This is an optimization exercise on Yosys and OpenROAD, whose aim is small area and few clock cycles, not a production implementation. Only simulation tests tie the RTL to the original design; equivalence was not proved. Power figures rest on the tool's default switching activity, not on a simulated workload.

<file path="run.sh">
#!/bin/bash
# synth_recipe.tcl (not shown) runs the flow's synth.tcl, then flattens the netlist and writes it again
# the make line also repeats each setting of config.mk as NAME=value (left out here)
make -C /OpenROAD-flow-scripts/flow DESIGN_CONFIG=/design/flow/config.mk WORK_HOME=/design/flow/orfs CLKGATE_MAP_FILE= SYNTH_SCRIPT=/design/flow/synth_recipe.tcl finish
</file>
<file path="config.mk">
export PLATFORM = sky130hd
export DESIGN_NAME = cache_top
export DESIGN_NICKNAME = cache_top
export VERILOG_FILES = /design/flow/design.v
export SDC_FILE = /design/flow/constraint.sdc
export NUM_CORES = 4
export LEC_CHECK = 0
export CAP_MARGIN = 20
export CORE_MARGIN = 2
export CORE_UTILIZATION = 40
export SLEW_MARGIN = 20
</file>
<file path="constraint.sdc">
create_clock -name core_clock -period 10.0 [get_ports {clk}]
set_input_delay 2.0000 -clock core_clock [delete_from_list [all_inputs] [get_ports {clk}]]
set_output_delay 2.0000 -clock core_clock [all_outputs]
set_load 0.01 [all_outputs]
</file>
<file path="design.v">
`timescale 1ns/1ps
`default_nettype none
package cache_geom_pkg;
  localparam int ADDR_W         = 32;
  localparam int DATA_W         = 32;
  localparam int BYTE_OFF_W     = 2;      
  localparam int OFFSET_W       = 2;      
  localparam int INDEX_W        = 4;
  localparam int TAG_W          = ADDR_W - INDEX_W - OFFSET_W - BYTE_OFF_W;   
  localparam int NUM_LINES      = 16;
  localparam int WORDS_PER_LINE = 4;
  typedef struct packed {
    logic [TAG_W-1:0]      tag;
    logic [INDEX_W-1:0]    index;
    logic [OFFSET_W-1:0]   offset;
    logic [BYTE_OFF_W-1:0] byte_off;
  } cache_addr_fields_t;
  typedef union packed {
    logic [ADDR_W-1:0]  flat;
    cache_addr_fields_t f;
  } cache_addr_u;
endpackage
`default_nettype wire
`timescale 1ns/1ps
`default_nettype none
package cache_msg_pkg;
  localparam int OPAQUE_W = 8;            
  localparam int ADDR_W   = 32;                    
  localparam int DATA_W   = 32;                    
  typedef enum logic {
    MSG_READ  = 1'b0,
    MSG_WRITE = 1'b1
  } msg_type_e;
  typedef struct packed {
    msg_type_e                           mtype;    
    logic [OPAQUE_W-1:0]                 opaque;   
    logic [ADDR_W-1:0]                   addr;     
    logic [DATA_W-1:0]                   data;     
  } mem_req_t;
  typedef struct packed {
    msg_type_e                           mtype;
    logic [OPAQUE_W-1:0]                 opaque;
    logic [DATA_W-1:0]                   data;     
  } mem_resp_t;
endpackage
`default_nettype wire
`timescale 1ns/1ps
`default_nettype none
module cache_base (
  input  logic                      clk,
  input  logic                      reset,
  input  cache_msg_pkg::mem_req_t   memreq,
  input  logic                      memreq_val,
  output logic                      memreq_rdy,
  output cache_msg_pkg::mem_resp_t  memresp,
  output logic                      memresp_val,
  input  logic                      memresp_rdy,
  output cache_msg_pkg::mem_req_t   cache_req,
  output logic                      cache_req_val,
  input  logic                      cache_req_rdy,
  input  cache_msg_pkg::mem_resp_t  cache_resp,
  input  logic                      cache_resp_val,
  output logic                      cache_resp_rdy
);
  localparam int TAG_W = cache_geom_pkg::TAG_W;
  logic              m0_val;
  logic              m0_type;
  logic [7:0]        m0_opq;
  logic [TAG_W-1:0]  m0_tag;
  logic [3:0]        m0_idx;
  logic [1:0]        m0_off;
  logic [31:0]       m0_data;
  logic [31:0]       data_q [64];
  logic [TAG_W-1:0]  tag_q  [16];
  logic [15:0]       valid_q;
  logic [15:0]       dirty_q;
  logic              busy;
  logic [2:0]        k;
  logic              s1_v;
  logic [3:0]        s1_idx;
  logic [1:0]        s1_base;
  logic [1:0]        s1_c;
  logic              s2_v;
  logic [3:0]        s2_idx;
  logic [1:0]        s2_base;
  logic [TAG_W-1:0]  tag_rd;
  logic              tag_eq;
  logic              vd;
  logic              resp_rd;
  logic [1:0]        wo;
  logic              in1, in2;
  logic              arriving;
  logic              present1;
  logic              word_ok;
  logic              hit;
  logic              fire_resp;
  logic              cpu_wr;
  logic              miss;
  logic              can_start;
  logic              is_wr;
  logic [1:0]        req_off;
  logic [31:0]       rdata;
  logic              req_fire;
  logic              seq_last;
  logic              push;
  logic [2:0]        wdone;
  logic              wbblk;
  logic              conflict;
  logic              take;
  logic              pop;
  assign tag_rd   = tag_q[m0_idx];
  assign tag_eq   = valid_q[m0_idx] && (tag_rd == m0_tag);
  assign vd       = valid_q[m0_idx] && dirty_q[m0_idx];
  assign resp_rd  = cache_resp_val && (cache_resp.mtype == cache_msg_pkg::MSG_READ) && s1_v;
  assign wo       = s1_base + s1_c;                   
  assign in1      = s1_v && (m0_idx == s1_idx);
  assign in2      = s2_v && (m0_idx == s2_idx);
  assign arriving = resp_rd && in1 && (m0_off == wo);
  assign present1 = 2'(m0_off - s1_base) < s1_c;
  assign word_ok  = !(in1 && !present1 && !arriving) && !in2;
  assign hit       = m0_val && !busy && tag_eq && word_ok && (memreq_val || !s1_v);
  assign fire_resp = hit && memresp_rdy;
  assign cpu_wr    = fire_resp && m0_type;
  assign memresp_val = hit;
  assign memreq_rdy  = !m0_val || fire_resp;
  assign miss      = m0_val && !busy && !tag_eq;
  assign can_start = !in1 && !in2 && !s2_v;
  assign is_wr     = busy && k[2];
  assign req_off   = m0_off + k[1:0];
  assign rdata     = data_q[{m0_idx, req_off}];
  assign cache_req_val    = busy || (miss && can_start);
  assign cache_req.mtype  = is_wr ? cache_msg_pkg::MSG_WRITE : cache_msg_pkg::MSG_READ;
  assign cache_req.opaque = m0_opq;
  assign cache_req.addr   = {(is_wr ? tag_rd : m0_tag), m0_idx, req_off, 2'b00};
  assign cache_req.data   = rdata;
  assign memresp.mtype  = m0_type ? cache_msg_pkg::MSG_WRITE : cache_msg_pkg::MSG_READ;
  assign memresp.opaque = m0_opq;
  assign memresp.data   = m0_type ? '0 : (arriving ? cache_resp.data : rdata);
  assign req_fire = cache_req_val && cache_req_rdy;
  assign seq_last = (k == (vd ? 3'd7 : 3'd3));
  assign push     = req_fire && !busy;
  assign wdone    = (k[2] ? {1'b0, k[1:0]} : 3'd0) + {2'b0, (req_fire && is_wr)};
  assign wbblk    = busy && vd && !s2_v && ({1'b0, s1_c} >= wdone);
  assign conflict = cpu_wr && !(in1 && (m0_off == wo));
  assign take     = resp_rd && !conflict && !wbblk;
  assign pop      = take && (s1_c == 2'd3);
  assign cache_resp_rdy = (cache_resp.mtype == cache_msg_pkg::MSG_WRITE) || (!conflict && !wbblk);
  always_ff @(posedge clk) begin
    if (memreq_val && memreq_rdy) begin
      m0_type <= memreq.mtype;
      m0_opq  <= memreq.opaque;
      m0_tag  <= memreq.addr[31:8];
      m0_idx  <= memreq.addr[7:4];
      m0_off  <= memreq.addr[3:2];
      m0_data <= memreq.data;
    end
  end
  always_ff @(posedge clk) begin
    if (reset) begin
      m0_val <= 1'b0;
    end else if (memreq_val && memreq_rdy) begin
      m0_val <= 1'b1;
    end else if (fire_resp) begin
      m0_val <= 1'b0;
    end
  end
  always_ff @(posedge clk) begin
    if (reset) begin
      busy <= 1'b0;
      k    <= '0;
    end else if (req_fire) begin
      if (busy && seq_last) begin
        busy <= 1'b0;
        k    <= '0;
      end else begin
        busy <= 1'b1;
        k    <= k + 3'd1;
      end
    end
  end
  always_ff @(posedge clk) begin
    if (req_fire && busy && seq_last) tag_q[m0_idx] <= m0_tag;
  end
  always_ff @(posedge clk) begin
    if (reset) begin
      valid_q <= '0;
    end else if (req_fire && busy && seq_last) begin
      valid_q[m0_idx] <= 1'b1;
    end
  end
  always_ff @(posedge clk) begin
    if (cpu_wr) begin
      dirty_q[m0_idx] <= 1'b1;
    end else if (req_fire && busy && seq_last) begin
      dirty_q[m0_idx] <= 1'b0;
    end
  end
  always_ff @(posedge clk) begin
    if (cpu_wr) begin
      data_q[{m0_idx, m0_off}] <= m0_data;
    end else if (take) begin
      data_q[{s1_idx, wo}] <= cache_resp.data;
    end
  end
  always_ff @(posedge clk) begin
    if (reset) begin
      s1_v <= 1'b0;
      s2_v <= 1'b0;
    end else begin
      if (pop) begin
        s1_v <= s2_v;
        s2_v <= 1'b0;
      end
      if (push) begin
        if (s1_v && !pop) s2_v <= 1'b1;
        else              s1_v <= 1'b1;
      end
    end
  end
  always_ff @(posedge clk) begin
    if (pop) begin
      s1_idx  <= s2_idx;
      s1_base <= s2_base;
      s1_c    <= '0;
    end else if (take) begin
      s1_c    <= s1_c + 2'd1;
    end
    if (push) begin
      if (s1_v && !pop) begin
        s2_idx  <= m0_idx;
        s2_base <= m0_off;
      end else begin
        s1_idx  <= m0_idx;
        s1_base <= m0_off;
        s1_c    <= '0;
      end
    end
  end
endmodule
`default_nettype wire
`timescale 1ns/1ps
`default_nettype none
module cache_top (
  input  wire         clk,
  input  wire         reset,
  input  wire         memreq_type,
  input  wire  [7:0]  memreq_opaque,
  input  wire  [31:0] memreq_addr,
  input  wire  [31:0] memreq_data,
  input  wire         memreq_val,
  output wire         memreq_rdy,
  output wire         memresp_type,
  output wire  [7:0]  memresp_opaque,
  output wire  [31:0] memresp_data,
  output wire         memresp_val,
  input  wire         memresp_rdy,
  output wire         cache_req_type,
  output wire  [7:0]  cache_req_opaque,
  output wire  [31:0] cache_req_addr,
  output wire  [31:0] cache_req_data,
  output wire         cache_req_val,
  input  wire         cache_req_rdy,
  input  wire         cache_resp_type,
  input  wire  [7:0]  cache_resp_opaque,
  input  wire  [31:0] cache_resp_data,
  input  wire         cache_resp_val,
  output wire         cache_resp_rdy
);
  cache_msg_pkg::mem_req_t  memreq;
  cache_msg_pkg::mem_resp_t memresp;
  cache_msg_pkg::mem_req_t  cache_req;
  cache_msg_pkg::mem_resp_t cache_resp;
  assign memreq     = {memreq_type, memreq_opaque, memreq_addr, memreq_data};
  assign cache_resp = {cache_resp_type, cache_resp_opaque, cache_resp_data};
  assign {memresp_type, memresp_opaque, memresp_data} = memresp;
  assign {cache_req_type, cache_req_opaque, cache_req_addr, cache_req_data} = cache_req;
  cache_base base_i (
    .clk            (clk),
    .reset          (reset),
    .memreq         (memreq),
    .memreq_val     (memreq_val),
    .memreq_rdy     (memreq_rdy),
    .memresp        (memresp),
    .memresp_val    (memresp_val),
    .memresp_rdy    (memresp_rdy),
    .cache_req      (cache_req),
    .cache_req_val  (cache_req_val),
    .cache_req_rdy  (cache_req_rdy),
    .cache_resp     (cache_resp),
    .cache_resp_val (cache_resp_val),
    .cache_resp_rdy (cache_resp_rdy)
  );
endmodule
`default_nettype wire
</file>
==> flow_results.org, run 1 <==
** Status
- Outcome :: no timing/DRC/antenna violations

** Pwr
- Static Leakage :: 35.9 nW
- The worst-case IR drop observed on VDD is 187 uV.
- Power spread over the standard cell area amounts to 206 nW/um2.

** Finish
- The finished layout holds between 8000 and 9000 standard cells, fillers aside.
- From synthesis to final layout, the design area changed by 15.8%.
- Total non-filler cell area in the finished layout :: between 100000 and 150000 um2
- In the final layout, the share of cells above drive strength 1 is 28.5%.
- The filler cells instantiated in the layout total around 20000.
- Nets :: roughly 4900

** Min path
- Worst hold path depth :: 2
- The worst hold path begins at base_i.valid_q[15].
- For hold timing, the worst endpoint is base_i.valid_q[15].
- Class of the worst hold path :: register to register

** Timing
- Unrepaired setup endpoints after global routing :: no
- Number of setup violations in the final report :: 0
- Worst Max-Slew Pin Slew :: between 1 and 1.5 ns
- The smallest clock period supported by the final layout is computed as 8.33 ns.
- Measured against its own limit, the worst slew margin works out to around 24%.
- Clock skew on the completed layout was measured at 0.0749 ns.
- Period utilisation layout :: 83.3%
- Total negative setup slack :: 0 ns
- Fmax :: 120 MHz
- After layout, the worst setup slack is 1.67 ns.
- The final number of hold-violating endpoints came to 0.
- Max Transition Viols Final :: 0

** Global route
- Initial antenna violation count :: 12
- Maximum number of pins on one net before global-route repair :: 120
- First-pass GRT wire length :: 355000 um
- For this run, the total global-route usage over all layers was measured as 19.7%.
- Via count of the first global-routing pass :: about 48000
- GRT overflow :: 0

** Logic synthesis
- The synthesized design contains 2560 register bits.
- Largest family of logic cells by synthesized area :: multiplexers
- Share of the synthesized area in compound gates (AO/OA/AOI/OAI) :: approximately 1.2%
- Area leader, netlist :: edfxtp_1
- Cell count after synthesis :: 4363
- After synthesis, the cell types taking the most area are edfxtp_1, mux4_2, mux2i_1, dfxtp_1, clkbuf_1.
- After synthesis, flip-flops and latches occupy 76.8% of the total area.
- Synthesized area :: 99600 um2
- Synthesized area divided by synthesized cell count :: between 20 and 25 um2
- The synthesized design contains 2525 enable-type register cells.
- The share of synthesized area in the top cell type comes to 76.1%.
- Primary flip-flop cell chosen by synthesis mapping :: edfxtp_1
- The synthesized netlist devotes less than 1% of its cell area to XOR and XNOR gates.
- The synthesized netlist devotes 0.188% of its cell area to adder and majority cells.
- Top-count cell post-synth :: edfxtp_1
- Yosys mapped the design onto between 70 and 80 distinct sky130hd cell types.
- Number of warnings issued by yosys :: 1
- Of the total synthesized cell area, the portion taken by AND, OR, NAND and NOR gates is 1.81%.
- After synthesis, the share of cell area in mux cells is between 10% and 20%.
- In the synthesized netlist, the cells that appear most often are edfxtp_1, mux4_2, clkbuf_1, nand2_1, nor2_1.
- Fraction of registers with async set/reset :: 0%

** Clocking
- The H-tree was split into 5 levels.
- Clock Pin Slew Worst Setup and Hold Paths :: approximately 0.060 ns
- Root cell of the clock tree :: clkbuf_16
- The number of setup buffers added after CTS is 0.
- Clock tree from TritonCTS :: yes
- Number of clock sinks :: 2560
- The clock reaches the later pin of the worst-skew pair after 0.95 ns.
- The clock passes through at most 4 buffers.
- After clock tree synthesis, the flow added hold-fix buffers numbering 0.
- Resized Gates After CTS :: 0
- Clock tree synthesis inserted a total of roughly 280 buffers.

** Critical path
- Worst path cell trace :: buf_4 -> mux4_2 -> a22oi_1 -> nand2_1 -> xor2_1 -> or4_1 -> a2111oi_2 -> nand3_1 -> o21ai_0 -> nand2b_1 -> clkdlybuf4s50_1
- CP arrival :: 6.33 ns
- In this run the worst path has a maximum fanout of 31.
- Classification of the worst setup path :: register to primary output
- R2r worst-path depth :: 13
- STA classifies the critical path startpoint as a register.
- STA classifies the critical path endpoint as a primary output.
- The slowest stage of the critical path is the o21ai_0 cell.
- At the worst endpoint, the required time is 8.00 ns.
- In this run the critical register-to-register path is captured at base_i.data_q[63][13].
- On the worst path, the slowest cell contributes a delay of around 0.71 ns.
- R2r setup slk :: 2.56 ns

** Run
- Max-cap violations in this run came to 0.

** Place
- Final GP Congestion :: 0.774
- In this run the cell area measured after placement is 107000 um2.
- Post-Place Worst Slack :: 2.54 ns
- Count of buffers inserted at the top-level ports :: 225
- Final HPWL from detailed placement :: roughly 140000 um
- Number of placed cells counting well taps :: 7822

** Floorplan
- Die footprint :: 253000 um2
- The die is 503 um wide.
- The floorplan step set the die height to 503 um.
- Number of placement rows :: 183
- Pin placement for this block handled between 200 and 250 I/O pins.
- Core area :: 248000 um2
- For this configuration, the core starts out at a cell density of between 40 and 50%.

** Routing
- The first routing iteration left 5049 violations.
- The detail route stage leaves a number of antenna-violating nets equal to 0.
- The first detailed-routing pass took 5 iterations.
- Wirelength per Cell :: approximately 30 um
- Routed via count :: ~47000
- Mean number of vias per cell :: 5.68
- DRC :: 0
- Routed WL :: 249000 um
[area by class of cell]
| cell class | instances | area (um2) | share of cell area [%] |
|---|---|---|---|
| multi-input combinational | 1538 | 22600 | 19.6 |
| sequential | 2560 | 76500 | 66.4 |
| tap | 3330 | 4170 | 3.61 |
| clock buffer | 346 | 7370 | 6.39 |
| inverter | 26 | 108 | 0.0933 |
| timing repair buffer | 369 | 3520 | 3.05 |
| clock inverter | 117 | 978 | 0.848 |
| antenna | 6 | 15.0 | 0.0130 |
[sequential cells by signal (all words and copies together), names as in the netlist, named ones only]
register / count
base_i.m0_opq: 8
base_i.valid_q: 16
base_i.tag_q: 384
base_i.m0_tag: 24
base_i.m0_data: 32
base_i.s1_base: 2
base_i.busy: 1
base_i.s2_v: 1
base_i.data_q: 2048
base_i.k: 3
base_i.s1_idx: 4
base_i.s2_base: 2
base_i.s1_v: 1
base_i.m0_type: 1
base_i.s2_idx: 4
base_i.s1_c: 2
base_i.m0_off: 2
base_i.m0_val: 1
base_i.m0_idx: 4
[report_power, final]
| group | switching (mW) | internal (mW) |
|---|---|---|
| Combinational | 1.14 | 0.989 |
| Clock | 4.02 | 5.63 |
| Sequential | 0.0703 | 11.9 |
[cells in the final DEF, fill, tap and decap left out, types with 17 or more instances in the layout]
cell | synthesis | final
nor2_1 | 132 | 56
nand2_1 | 156 | 155
dfxtp_1 | 35 | 31
mux2_2 | 45 | 34
clkbuf_16 | 0 | 285
clkinv_1 | 1 | 54
mux2i_1 | 80 | 80
mux2_4 | 0 | 21
buf_4 | 17 | 129
xnor2_1 | 32 | 31
a22oi_1 | 22 | 22
a31oi_1 | 24 | 24
a21oi_1 | 59 | 58
and3_1 | 19 | 18
clkbuf_1 | 168 | 60
clkinv_2 | 0 | 36
nor2b_1 | 19 | 19
nor2_4 | 0 | 65
mux4_2 | 746 | 746
clkdlybuf4s50_1 | 0 | 225
inv_1 | 22 | 20
bufinv_16 | 0 | 17
edfxtp_1 | 2525 | 2525
[worst max-delay path: cells and delay by family, from the launching register on]
| kind | cells | cell delay [ns] |
|---|---|---|
| flip-flops | 1 | 0.63 |
| XOR/XNOR | 1 | 0.16 |
| buffers and inverters | 2 | 1.08 |
| AO/OA/AOI/OAI | 3 | 1.50 |
| AND/OR/NAND/NOR | 4 | 1.41 |
| multiplexers | 1 | 0.58 |
[through the flow]
stage	total power [mW]	util, %	hold slack, ns
floorplan	13.5	-	0.424
global placement	14.3	43.1	0.443
detailed placement	14.3	43.1	0.458
CTS	23.9	46.4	0.471
global route	24.4	46.5	0.491
finish	23.7	46.5	0.468
[metal layers]
metal	global-route usage, %	vias to the layer above	wire length (um)
met1	26.2	25900	100000
met2	33.2	1565	126000
met3	3.53	344	16000
li1	-	19300	-
met4	5.53	4	6860
met5	0	-	27
[worst max path at each step]
stage                     startpoint                    end
floorplan           base_i.m0_off[0]       memresp_data[22]
global placement            register  base_i.data_q[63][13]
detailed placement          register  base_i.data_q[63][15]
CTS                         register         cache_resp_rdy
global route                register         cache_resp_rdy
finish                      register         cache_resp_rdy
[logic make-up (layout without fill, tap and decap cells)]
kind of cell               Yosys count  in the layout
adders and majority gates           15             15
xor gates and xnor gates            47             47
and+or+nand+nor                    405            405
muxes                              887            887
DFF                               2560           2560
buffers and inverters              266            858
AOI/OAI and AO/OA                  182            182
other                                1              8
Testbench counts, summed over its fixed seeds: cycles 13,271.
==> run 2, diff against run 1 <==
--- a/design.v
+++ b/design.v
@@ -127,7 +127,12 @@
   assign can_start = !in1 && !in2 && !s2_v;
   assign is_wr     = busy && k[2];
   assign req_off   = m0_off + k[1:0];
-  assign rdata     = data_q[{m0_idx, req_off}];
+  logic [63:0]       rsel;
+  assign rsel = 64'd1 << {m0_idx, req_off};
+  always_comb begin
+    rdata = '0;
+    for (int i = 0; i < 64; i++) rdata = rdata | (data_q[i] & {32{rsel[i]}});
+  end
   assign cache_req_val    = busy || (miss && can_start);
   assign cache_req.mtype  = is_wr ? cache_msg_pkg::MSG_WRITE : cache_msg_pkg::MSG_READ;
   assign cache_req.opaque = m0_opq;
--- a/config.mk
+++ b/config.mk
@@ -7,5 +7,6 @@
 export LEC_CHECK = 0
 export CAP_MARGIN = 20
 export CORE_MARGIN = 2
-export CORE_UTILIZATION = 40
+export CORE_UTILIZATION = 60
+export CTS_BUF_LIST = sky130_fd_sc_hd__clkbuf_4 sky130_fd_sc_hd__clkbuf_8
 export SLEW_MARGIN = 20
==> flow_results.org, run 2 <==
** Status
- The flow ran to the end and the layout has no timing, DRC or antenna violations.

** Global route
- Summed over all layers, the global routing overflow is 0.
- Via count of the first global-routing pass :: 56700
- Maximum number of pins on one net before global-route repair :: 65
- Global routing usage summed across all routing layers :: 42.0%
- Initial antenna violation count :: 9
- First-pass GRT wire length :: 461000 um

** Clocking
- Setup bufs post-CTS :: 0
- Total CTS buffers :: 409
- Post-CTS repair changed the size of 0 cells.
- # H-tree levels :: 5
- The number of hold buffers added after CTS was 0.
- Clock Latency Late Sink :: 1.12 ns
- The cell sitting at the root of the clock tree is a clkbuf_8.
- No sink is reached through more buffers than the 4 on the longest clock path.
- TritonCTS built the clock tree.
- Clock-pin slew was measured on the worst setup and hold paths at 0.06 ns.
- Number of clock sinks :: 2560

** Place
- Final HPWL from detailed placement :: 198000 um
- Including well taps, the total number of placed cells is ~7500.
- At the end of routability-driven placement, the weighted congestion stood at 0.893.
- In this run the cell area measured after placement is 102000 um2.
- Count of buffers inserted at the top-level ports :: 225
- Post-Place Worst Slack :: 2.08 ns

** Routing
- Mean number of vias per cell :: 7.32
- Routed via count :: between 60000 and 70000
- Summed over all layers, the routed wires come to 341000 um.
- Count of nets left with antenna violations after detail routing :: 0
- After the first detailed-routing iteration, the DRC count stood at ~11000.
- After detailed routing, the average wire length per cell comes to 41.6 um.
- TritonRoute pass-1 iters :: 9
- In the routed design, unresolved DRC markers number 0.

** Finish
- Nets :: 5985
- The register with the most flip-flops in the layout has 2048 of them.
- Most used cells in the layout excluding fill and tap cells :: edfxtp_1, a22oi_1, clkbuf_8
- Syn-to-layout area delta :: 15.1%
- Most flops, register :: base_i.data_q
- The finished cells cover roughly 110000 um2.
- Excluding fillers, the count of instances in the completed layout stands at 8212.
- The library cell used most frequently in the layout, excluding fill and tap cells, is edfxtp_1.
- Cells fill 69.5% of the core in the end.
- The largest registers in the layout are base_i.data_q x2048, base_i.tag_q x384, base_i.m0_data x32.
- Of the cells placed in the final design, the portion with a size suffix greater than 1 is 19.9%.

** Timing
- Measured against its own limit, the worst slew margin works out to between 10% and 20%.
- Setup violations remaining at the end of the flow were counted as 0.
- For the pin with the worst max-slew slack, the measured transition is 1.35 ns.
- Across the routed clock network, the largest skew measured is 0.0796 ns.
- Final period demand of the worst path :: 9.33 ns
- Max Transition Viols Final :: 0
- PnR worst setup slack :: 0.668 ns
- Unrepaired setup endpoints after global routing :: no
- Period utilisation layout :: 93.3%
- The final number of hold-violating endpoints came to 0.
- Fmax :: 107 MHz
- Minimum hold slack :: 0.469 ns
- Adding up every negative setup slack in the final design gives 0 ns.

** Floorplan
- The initial utilization of the core area, before any placement, comes to 60.4%.
- I/O pin total :: 238
- Core area :: 158000 um2
- Die width :: 403 um
- Die footprint :: 162000 um2
- The die is 403 um tall.
- The floorplan has around 150 rows.

** Logic synthesis
- Counting every instance in the synthesized netlist gives 5231.
- Counting flops and latches in the post-synthesis netlist gives 2560.
- Of all cell types, the one taking the most synthesized area is edfxtp_1.
- The synthesized netlist devotes 9.31% of its cell area to compound gates.
- Counting instances in the post-synthesis netlist gives the leading cell types as edfxtp_1, a22oi_1, nor2_1, clkbuf_1, a221oi_1.
- In this run, synthesis inferred between 2000 and 3000 flip-flops with an integrated enable.
- The synthesized netlist devotes less than 1% of its cell area to adder and majority cells.
- After synthesis, flip-flops and latches occupy about four fifths of the total area.
- Top area cells in the synthesized netlist :: edfxtp_1, a22oi_1, mux4_2, a221oi_1, a22o_1
- For this run, the leading register cell type out of synthesis is edfxtp_1.
- Fraction of registers with async set/reset :: 0%
- Largest family of logic cells by synthesized area :: compound AO/OA/AOI/OAI gates
- Multiplexer cells account for 3.85% of the synthesized area.
- The synthesized netlist devotes 0.386% of its cell area to XOR and XNOR gates.
- Summing the areas of all and, or, nand and nor instances in the mapped netlist gives 4.72% of the synthesized area.
- Synthesized area divided by synthesized cell count :: 18.3 um2
- Number of warnings issued by yosys :: 1
- After synthesis the cells add up to 95500 um2.
- In the post-synthesis netlist, the cell with the most instances is edfxtp_1.
- Synth unique cells :: 77
- In this run the biggest area consumer among cell types represents 79.4% of the synthesized area.

** Min path
- The worst hold path belongs to the class register to register.

** Critical path
- At the worst endpoint, the required time is 8.00 ns.
- The worst setup path is launched from a register.
- CP arrival :: ~7.3 ns
- Largest fanout on the critical path :: 25
- STA classifies the critical path endpoint as a primary output.
- Classification of the worst setup path :: register to primary output

** Run
- Max-cap violation count :: 0

** Pwr
- PnR Total Power :: 21.8 mW
- Highest ir drop seen on vdd :: about 170 uV
- The analysis attributes to cell leakage a power of between 30 and 40 nW.
- Pwr Density :: approximately 200 nW/um2
[run 2: changes by cell type after synthesis, moves of 81 or more]
cell,delta
a221oi_1,+169
a22o_1,+168
a22oi_1,+515
mux4_2,-669
nand3_1,+81
nand4_1,+138
nor2_1,+154
nor3_1,+84
[run 2: worst paths after layout]
check	from	endpoint	slack (ns)	depth (start not counted)
max	base_i.m0_off[0]	memresp_data[8]	0.67	13
min	base_i.valid_q[11]	base_i.valid_q[11]	0.47	2
max reg2reg	register	base_i.data_q[5][9]	2.88	15
min reg2reg	base_i.valid_q[11]	base_i.valid_q[11]	0.47	2
[run 2: cell type report]
class | count | area, um2
multi-input cells | 2352 | 18800
diodes | 12 | 30.0
clock inverters | 129 | 573
clock buffers | 560 | 6830
inverters | 24 | 92.6
flip-flops and latches | 2560 | 76500
repair buffers | 503 | 4530
fillers | 10400 | 48200
well taps | 2072 | 2590
[run 2: report_power, final]
| part | internal (mW) | total, mW | switching (mW) |
|---|---|---|---|
| combinational | 0.472 | 1.45 | 0.979 |
| clock | 4.39 | 8.42 | 4.03 |
| sequential | 11.9 | 11.9 | 0.0808 |
[run 2: logic make-up (layout without fill, tap and decap cells)]
| logic type | count (synthesis) | count (layout) |
|---|---|---|
| AND/OR/NAND/NOR | 915 | 915 |
| XOR/XNOR | 39 | 39 |
| multiplexers | 256 | 256 |
| AO/OA/AOI/OAI | 1125 | 1125 |
| buffers and inverters | 320 | 1216 |
| other | 1 | 14 |
| flip-flops | 2560 | 2560 |
| adder cells (fa/ha/maj) | 15 | 15 |
[run 2: worst max-delay path, cell delays in order, from the launching register on]
cell,delay (ns)
edfxtp_1,0.53
ha_2,0.39
buf_4,0.38
inv_1,0.36
nand2_1,0.81
nor2_4,0.41
a221oi_1,0.40
nand3_1,0.13
nor2_1,0.68
nand4_1,0.31
or4_1,0.63
nor2_1,0.54
nor3_1,0.11
clkdlybuf4s50_1,0.54
[run 2: metal layers]
layer	share of wire (%)	GRT usage, %
met5	0.022	0
met4	6.4	22.7
met3	16	13.0
met2	44	61.3
met1	34	57.1
Testbench counts of run 2, summed over its fixed seeds: cycles 13,271.
==> run 3, diff against run 2 <==
--- a/config.mk
+++ b/config.mk
@@ -7,6 +7,8 @@
 export LEC_CHECK = 0
 export CAP_MARGIN = 20
 export CORE_MARGIN = 2
-export CORE_UTILIZATION = 60
-export CTS_BUF_LIST = sky130_fd_sc_hd__clkbuf_4 sky130_fd_sc_hd__clkbuf_8
+export CORE_UTILIZATION = 50
+export CTS_BUF_LIST = sky130_fd_sc_hd__clkbuf_16
+export CTS_CLUSTER_DIAMETER = 120
+export CTS_CLUSTER_SIZE = 26
 export SLEW_MARGIN = 20
==> flow_results.org, run 3 <==
** Place
- Routability-driven placement finished with a final weighted congestion of 0.901.
- Final HPWL from detailed placement :: 198000 um
- Count of buffers inserted at the top-level ports :: roughly 230

** Timing
- In this run the tightest slew margin relative to its limit is 16.1%.
- Setup repair after global routing left no endpoint under its margin.
- On the final layout, the worst hold slack is between 0.4 and 0.5 ns.
- Max Transition Viols Final :: 0
- At the pin with the least slew margin, the transition time is 1.26 ns.
- Skew final :: 0.0641 ns
- Total negative setup slack :: 0 ns
- Number of setup violations in the final report :: 0
- The clock period could shrink to between 8 and 9 ns.
- Derived from the worst setup path, the maximum achievable clock frequency is 114 MHz.
- The final number of hold-violating endpoints is 0.
- Of the available clock period, the critical path in the final layout requires between 80% and 90%.

** Global route
- First-pass GRT wire length :: 454000 um
- Summed over all layers, the global routing overflow is 0.
- Maximum number of pins on one net before global-route repair :: 65
- Global routing usage summed across all routing layers :: 34.4%
- The via count of the first global-routing pass was 53200.
- Initial antenna violation count :: 11

** Routing
- Once detail routing completed, the nets flagged for antenna violations numbered 0.
- In the routed design, unresolved DRC markers number 0.
- Before antenna repair, the detailed router went through 8 iterations.
- For this block, the routed nets add up to 338000 um of wire.
- Mean number of vias per cell :: 7.09
- Summing over every cut layer, the via total after detailed routing is 57200.
- The first routing iteration left 9960 violations.
- After detailed routing, the average wire length per cell comes to 41.9 um.

** Finish
- Nets :: 5678
- Most flops, register :: base_i.data_q
- Of the cells placed in the final design, the portion with a size suffix greater than 1 is a little over an eighth.
- Syn-to-layout area delta :: 10.9%
- The largest registers in the layout are base_i.data_q x2048, base_i.tag_q x384, base_i.m0_data x32.
- Most common cell after layout, fill and taps aside :: edfxtp_1
- Most used cells in the layout excluding fill and tap cells :: edfxtp_1, a22oi_1, buf_4
- The register with the most flip-flops in the layout has 2048 of them.

** Logic synthesis
- Synthesized area :: ~96000 um2
- Top area cells in the synthesized netlist :: edfxtp_1, a22oi_1, mux4_2, a221oi_1, a22o_1
- The synthesized design devotes to its leading area cell type about four fifths of total area.
- Number of warnings issued by yosys :: 1
- Synthesis inferred 2560 register bits.
- edfxtp_1 takes more of the synthesized area than any other cell.
- The average instance in the mapped netlist occupies 18.3 um2.
- Counting flops with a built-in enable in the synthesized netlist gives 2525.
- Primary flip-flop cell chosen by synthesis mapping :: edfxtp_1
- For this run, the register share of the synthesized area comes to 80.1%.
- Most used standard cells in the synthesized netlist :: edfxtp_1, a22oi_1, nor2_1, clkbuf_1, a221oi_1
- In the post-synthesis netlist, the cell with the most instances is edfxtp_1.
- Counting flops with an async set or reset pin after synthesis yields a share of 0%.
- Synth unique cells :: 77
- After technology mapping, the gate count stands at 5231.

** Min path
- The tightest min-delay check is of the register to register type.

** Critical path
- Classification of the worst setup path :: register to primary output
- Type of element capturing the critical path :: primary output
- Data on the critical path is required at its endpoint by 8.00 ns.
- For the worst setup path, the data arrival time is 6.78 ns.
- Critical path startpoint category :: register
- Of all nets on the critical path, the largest fanout is 20.

** Pwr
- Highest ir drop seen on vdd :: 149 uV
- In this run the power density over the cells is 175 nW/um2.
- PnR Total Power :: 18.6 mW
- For this design the static power due to leakage is 32.4 nW.

** Clocking
- Clock tree from TritonCTS :: yes
- CTS built an H-tree with a depth of 3.
- Clock Latency Late Sink :: 0.83 ns
- No sink is reached through more buffers than the 3 on the longest clock path.
- The clock net in this run drives a total of around 2600 sinks.
- TritonCTS created 108 clock buffers.
- Root cell of the clock tree :: clkbuf_16
- Resized Gates After CTS :: 0
- Setup bufs post-CTS :: 0
- Clock Pin Slew Worst Setup and Hold Paths :: 0.11 ns
- Buffers inserted to repair hold after CTS numbered 0.

** Floorplan
- For this configuration, the core starts out at a cell density of 50.3%.
- Number of placement rows :: 160
- The floorplan step set the die height to roughly 440 um.
- The die is between 400 and 500 um wide.
- Core area :: 190000 um2
- The floorplan step defined a die boundary enclosing 195000 um2.
- In this run the count of I/O pins placed on the die edge is 238.

** Status
- The flow ran to the end and the layout has no timing, DRC or antenna violations.

** Run
- The tool flagged a number of max-cap violations equal to 0.
-- run 3: path summary, 6_finish.rpt --
check,from,end,slack (ns),cells after the start
max,base_i.m0_off[0],cache_req_data[8],1.22,11
min,base_i.valid_q[15],base_i.valid_q[15],0.48,2
max reg2reg,register,base_i.data_q[28][30],2.86,12
min reg2reg,base_i.valid_q[15],base_i.valid_q[15],0.48,2
-- run 3: kinds of logic (layout without fill, tap and decap cells) --
| group | after synthesis | count (layout) | share of synthesized area, % |
|---|---|---|---|
| flip-flops | 2560 | 2560 | 80.1 |
| AO/OA/AOI/OAI | 1125 | 1125 | 9.31 |
| AND/OR/NAND/NOR | 915 | 915 | 4.72 |
| buffers and inverters | 320 | 643 | 1.43 |
| multiplexers | 256 | 256 | 3.85 |
| XOR/XNOR | 39 | 39 | 0.386 |
| adder cells (fa/ha/maj) | 15 | 15 | 0.196 |
| other | 1 | 5 | 0.00393 |
-- run 3: worst max-delay path, cell delays in order, from the launching register on --
cell             delay [ns]
edfxtp_1               0.53
ha_2                   0.24
xnor3_2                0.39
buf_4                  0.26
nand2_1                0.95
nor2_4                 0.40
a221oi_1               0.39
nand3_1                0.13
nor2_1                 0.66
nand4_1                0.38
or4_1                  0.76
clkdlybuf4s50_1        0.86
-- run 3: per-stage QoR --
step	area, um2	setup slack (ns)	util, %	std cells
6_report	106000	1.22	55.7	8069
5_1_grt	106000	1.32	55.7	8066
4_1_cts	106000	1.44	55.7	8063
3_5_place_dp	103000	2.21	54.2	7941
3_3_place_gp	103000	2.31	54.1	7936
2_1_floorplan	95500	4.13	-	5232
-- run 3: final cells by class --
type	count	area, um2
Clock inverter	11	85.1
Inverter	24	92.6
Sequential cell	2560	76500
Fill cell	14600	84100
Timing Repair Buffer	497	4470
Tap cell	2511	3140
Multi-Input combinational cell	2352	18800
Antenna cell	3	7.51
Clock buffer	111	2780
-- run 3: metal layers --
metal	part of all wire [%]	wire, um	global-route usage [%]
met3	13	43500	7.28
met4	6.5	21800	18.1
met2	45	152000	52.3
met1	36	121000	47.0
met5	0.014	49	0
-- run 3: where the power goes --
group	leakage [nW]	switching, mW	internal (mW)	total [mW]
clock	1.43	3.23	2.00	5.22
combinational	8.02	0.951	0.468	1.42
sequential	23.0	0.0792	11.8	11.9
==> run 4, diff against run 3 <==
==> flow/run.sh (new file) <==
#!/bin/bash
# Standard ORFS layout with two changes: the port buffers are the smallest
# plain buffer, and the clock tree is built from clkbuf_16 leaf clusters of up
# to 26 sinks without dummy loads. Each tool's output goes to the ORFS logs
# under orfs/logs and the whole make output to flow_make.log here.
set -euo pipefail
cat >> config.mk <<'EOT'
export BUFFER_PORTS_ARGS = -buffer_cell sky130_fd_sc_hd__buf_1
export CTS_ARGS = -sink_clustering_enable -repair_clock_nets -dont_use_dummy_load -buf_list sky130_fd_sc_hd__clkbuf_16 -sink_clustering_size 26 -sink_clustering_max_diameter 120
EOT
bash standard.sh > flow_make.log 2>&1
==> standard.sh (new file) <==
#!/bin/bash
# synth_recipe.tcl (not shown) runs the flow's synth.tcl, then flattens the netlist and writes it again
# the make line also repeats each setting of config.mk as NAME=value (left out here)
make -C /OpenROAD-flow-scripts/flow DESIGN_CONFIG=/design/flow/config.mk WORK_HOME=/design/flow/orfs CLKGATE_MAP_FILE= SYNTH_SCRIPT=/design/flow/synth_recipe.tcl "${@:-finish}"
--- a/config.mk
+++ b/config.mk
@@ -8,7 +8,6 @@
 export CAP_MARGIN = 20
 export CORE_MARGIN = 2
 export CORE_UTILIZATION = 50
-export CTS_BUF_LIST = sky130_fd_sc_hd__clkbuf_16
-export CTS_CLUSTER_DIAMETER = 120
-export CTS_CLUSTER_SIZE = 26
 export SLEW_MARGIN = 20
+export BUFFER_PORTS_ARGS = -buffer_cell sky130_fd_sc_hd__buf_1
+export CTS_ARGS = -sink_clustering_enable -repair_clock_nets -dont_use_dummy_load -buf_list sky130_fd_sc_hd__clkbuf_16 -sink_clustering_size 26 -sink_clustering_max_diameter 120
removed: run.sh
==> flow_results.org, run 4 <==
** Floorplan
- Starting Density :: around half
- The core region is 190000 um2.
- Row generation in the floorplan step produced 160 rows.
- I/O pin total :: 238
- The die covers 195000 um2.
- Measured along the y axis, the die boundary spans between 400 and 500 um.
- Measured along the x axis, the die boundary spans 441 um.

** Clocking
- TritonCTS built the clock tree.
- The number of clock buffers added by TritonCTS is between 100 and 150.
- After clock tree synthesis, the setup repair step added 0 buffers.
- Counting along the longest clock path gives a buffer depth of 3.
- In this run the number of H-tree levels came out at 3.
- After clock tree synthesis, the clock-pin slew on the worst setup and hold paths is 0.10 ns.
- Post-CTS Hold Fix Bufs :: 0
- Root cell of the clock tree :: clkbuf_16
- Clock Latency Late Sink :: 0.85 ns
- In this run, post-CTS repair resized a total of 0 instances.
- For this design, the sink count on the clock tree is 2560.

** Routing
- Count of nets left with antenna violations after detail routing :: 0
- Summed over all layers, the routed wires come to 335000 um.
- DRC :: 0
- The detailed router put a total of 118000 um of wire on met1.
- Wire segments on met3 add up to 43700 um in the final route.
- Number of DRC violations after detailed-routing iteration 0 :: 10000
- In the detailed route, the total length drawn on met2 is 151000 um.
- The routed layout has 56900 vias.
- Wirelength per Cell :: 41.6 um
- Using the TritonRoute via totals, the vias-per-cell ratio works out to 7.06.
- TritonRoute pass-1 iters :: 6
- Top Layer Used :: met4

** Timing
- Setup violations remaining at the end of the flow were counted as 0.
- Timing would allow up to approximately 120 MHz.
- The final number of hold-violating endpoints was 0.
- Worst Max-Slew Pin Slew :: about 1.3 ns
- The worst path needs 8.64 ns of the cycle, external delays included.
- Skew final :: 0.139 ns
- Period utilisation layout :: 86.4%
- The number of pins exceeding their max-slew limit in the final report was 0.
- Total negative setup slack :: 0 ns
- In this run the tightest slew margin relative to its limit is a little under an eighth.
- Unrepaired setup endpoints after global routing :: no
- Minimum hold slack :: about 0.47 ns

** Finish
- Most flops, register :: base_i.data_q
- Largest register FFs :: 2048
- Proportion of layout cells with a drive suffix above 1 :: 13.1%
- The library cell used most frequently in the layout, excluding fill and tap cells, is edfxtp_1.
- Total non-filler cell area in the finished layout :: 105000 um2
- Nets :: 5683
- The largest registers in the layout are base_i.data_q x2048, base_i.tag_q x384, base_i.m0_data x32.
- Leaving out fill and tap cells, the most frequent cells in the layout are edfxtp_1, a22oi_1, buf_4.
- Compared with the post-synthesis result, the final layout area differs by 9.44%.
- Cells fill 55.0% of the core in the end.

** Pwr
- Across the VDD grid, the largest voltage drop is 131 uV.
- In this run the power density over the cells is 175 nW/um2.
- Static Leakage :: between 30 and 40 nW

** Critical path
- Together, buffers and inverters on the worst path number 4.
- Largest fanout on the critical path :: 18
- At the worst endpoint, the required time is 8.00 ns.
- The critical path is of the register to primary output type.
- In this design, the critical path's most frequently occurring cell is buf_4.
- STA classifies the critical path startpoint as a register.
- For this run, the slowest stage of the critical path takes 0.91 ns.
- R2r setup slk :: 3.13 ns
- The kind of cell with the highest combined delay along the critical path is simple AND/OR/NAND/NOR gates.
- Walking the worst path, the cells encountered are ha_2 -> xnor3_2 -> inv_2 -> buf_4 -> or3_1 -> nor2_4 -> buf_4 -> a22o_1 -> a221oi_1 -> nand3_1 -> nor4_2 -> nand2_1 -> nor2_1 -> nor3_1 -> buf_1.
- Type of element capturing the critical path :: primary output
- Slowest cell on the critical path :: nor4_2
- CP arrival :: 6.64 ns

** Place
- Final GP Congestion :: just under 0.9
- Count of buffers inserted at the top-level ports :: 225
- Post-place instance area :: 102000 um2
- Final HPWL from detailed placement :: 197000 um

** Logic synthesis
- The share of synthesized area in the top cell type comes to 79.4%.
- Area leader, netlist :: edfxtp_1
- Among all flip-flop cells after synthesis, the most frequent one is edfxtp_1.
- Number of warnings issued by yosys :: 1
- Post-synth EDFFs :: 2525
- In this run, distinct cell masters in the synthesized netlist total 77.
- Fraction of registers with async set/reset :: 0%
- Most used standard cells in the synthesized netlist :: edfxtp_1, a22oi_1, nor2_1, clkbuf_1, a221oi_1
- Synthesized area divided by synthesized cell count :: 18.3 um2
- edfxtp_1 is the most common cell in the netlist.
- Fraction of the yosys area taken by sequential cells :: roughly 80%
- Counting every instance in the synthesized netlist gives 5231.
- Synthesized area :: 95500 um2
- Total of flip-flops plus latches after synthesis :: 2560
- Top area cells in the synthesized netlist :: edfxtp_1, a22oi_1, mux4_2, a221oi_1, a22o_1

** Global route
- For this run the aggregate overflow at the end of global routing stands at 0.
- Maximum number of pins on one net before global-route repair :: 65
- Initial antenna violation count :: 7
- The via count of the first global-routing pass came to 52200.
- The first global-routing pass estimated 449000 um of wire.
- Global routing consumed, over all layers together, 34.2% of the routing resources.

** Status
- Outcome :: no timing/DRC/antenna violations

** Run
- Max-cap violation count :: 0

** Min path
- The path class of the tightest hold or removal check is register to register.
==> run 4: power breakdown <==
part / switching (mW) / internal [mW]
registers: 0.0820 / 11.8
logic: 0.949 / 0.355
clock network: 3.16 / 1.95
==> run 4: metrics by stage <==
step / cells / setup WS, ns / total power, mW
after floorplan: 5232 / 4.13 / 12.8
after global placement: 7937 / 2.23 / 13.4
after detailed placement: 7945 / 2.26 / 13.4
after CTS: 8054 / 1.41 / 18.3
final: 8064 / 1.36 / 18.3
after global routing: 8058 / 1.35 / 18.7
==> run 4: logic make-up (layout without fill, tap and decap cells) <==
group	count (synthesis)	in the layout	synth area share, %
simple gates	915	915	4.72
compound gates	1125	1125	9.31
other cells	1	9	0.00393
mux	256	256	3.85
flops	2560	2560	80.1
buf+inv	320	634	1.43
fa+ha+maj	15	15	0.196
xor+xnor	39	39	0.386
==> run 4: area by class of cell <==
cell class / instances / area, um2
antenna: 7 / 17.5
clock buffer: 109 / 2730
fill: 14500 / 85400
inverter: 24 / 92.6
multi-input combinational: 2352 / 18800
sequential: 2560 / 76500
tap: 2511 / 3140
timing repair buffer: 501 / 3190
==> run 4: metal layers <==
layer	up-vias	global-route usage, %
met4	0	18.3
met3	774	7.27
met2	4420	51.8
met5	-	0
met1	29500	46.6
li1	22200	-
==> run 4: worst paths after layout <==
path,startpoint,end,cells after the start
max,base_i.m0_off[0],memresp_data[15],15
min,base_i.valid_q[2],base_i.valid_q[2],2
max reg2reg,register,base_i.data_q[58][14],12
min reg2reg,base_i.valid_q[2],base_i.valid_q[2],2
==> run 4: worst reg2reg max path, cell delays in order (launching register included) <==
cell	delay, ns
dfxtp_4	0.73
buf_4	0.57
mux4_2	0.57
mux2_2	0.31
xnor2_1	0.32
nor2_1	0.13
a2111oi_0	0.48
and4_1	0.26
nand4b_1	0.43
nand2_4	0.52
mux2_1	0.73
nor2_4	1.02
buf_4	0.52

## port drivers added, routing unchanged
The results above use ideal ports. As a check the final layouts listed here were re-extracted and re-timed, cells and wires unchanged. Step 1 sets driving cells, clkbuf_16 on the clock port and buf_2 on the other inputs (assumed; they add their load-dependent delay and slew). Step 2 times the ports against the registers' clock, not the clock port: input delays grow and output delays shrink by t, the midpoint of the rising clock arrivals with the driver on. Slacks: ideal ports / drivers / drivers and shift; pairs: ideal ports / drivers.
| run | t (ns) | slack for setup (ns) | pins driven straight from the clock port |
|---|---|---|---|
| run 1 | 0.996 | 1.674 / 1.586 / 2.483 | 1 |
| run 2 | 1.169 | 0.668 / 0.578 / 1.747 | 1 |
| run 3 | 0.892 | 1.221 / 1.127 / 2.019 | 1 |
| run 4 | 0.871 | 1.360 / 1.266 / 2.137 | 1 |
After both steps setup and hold are still met in every run listed.
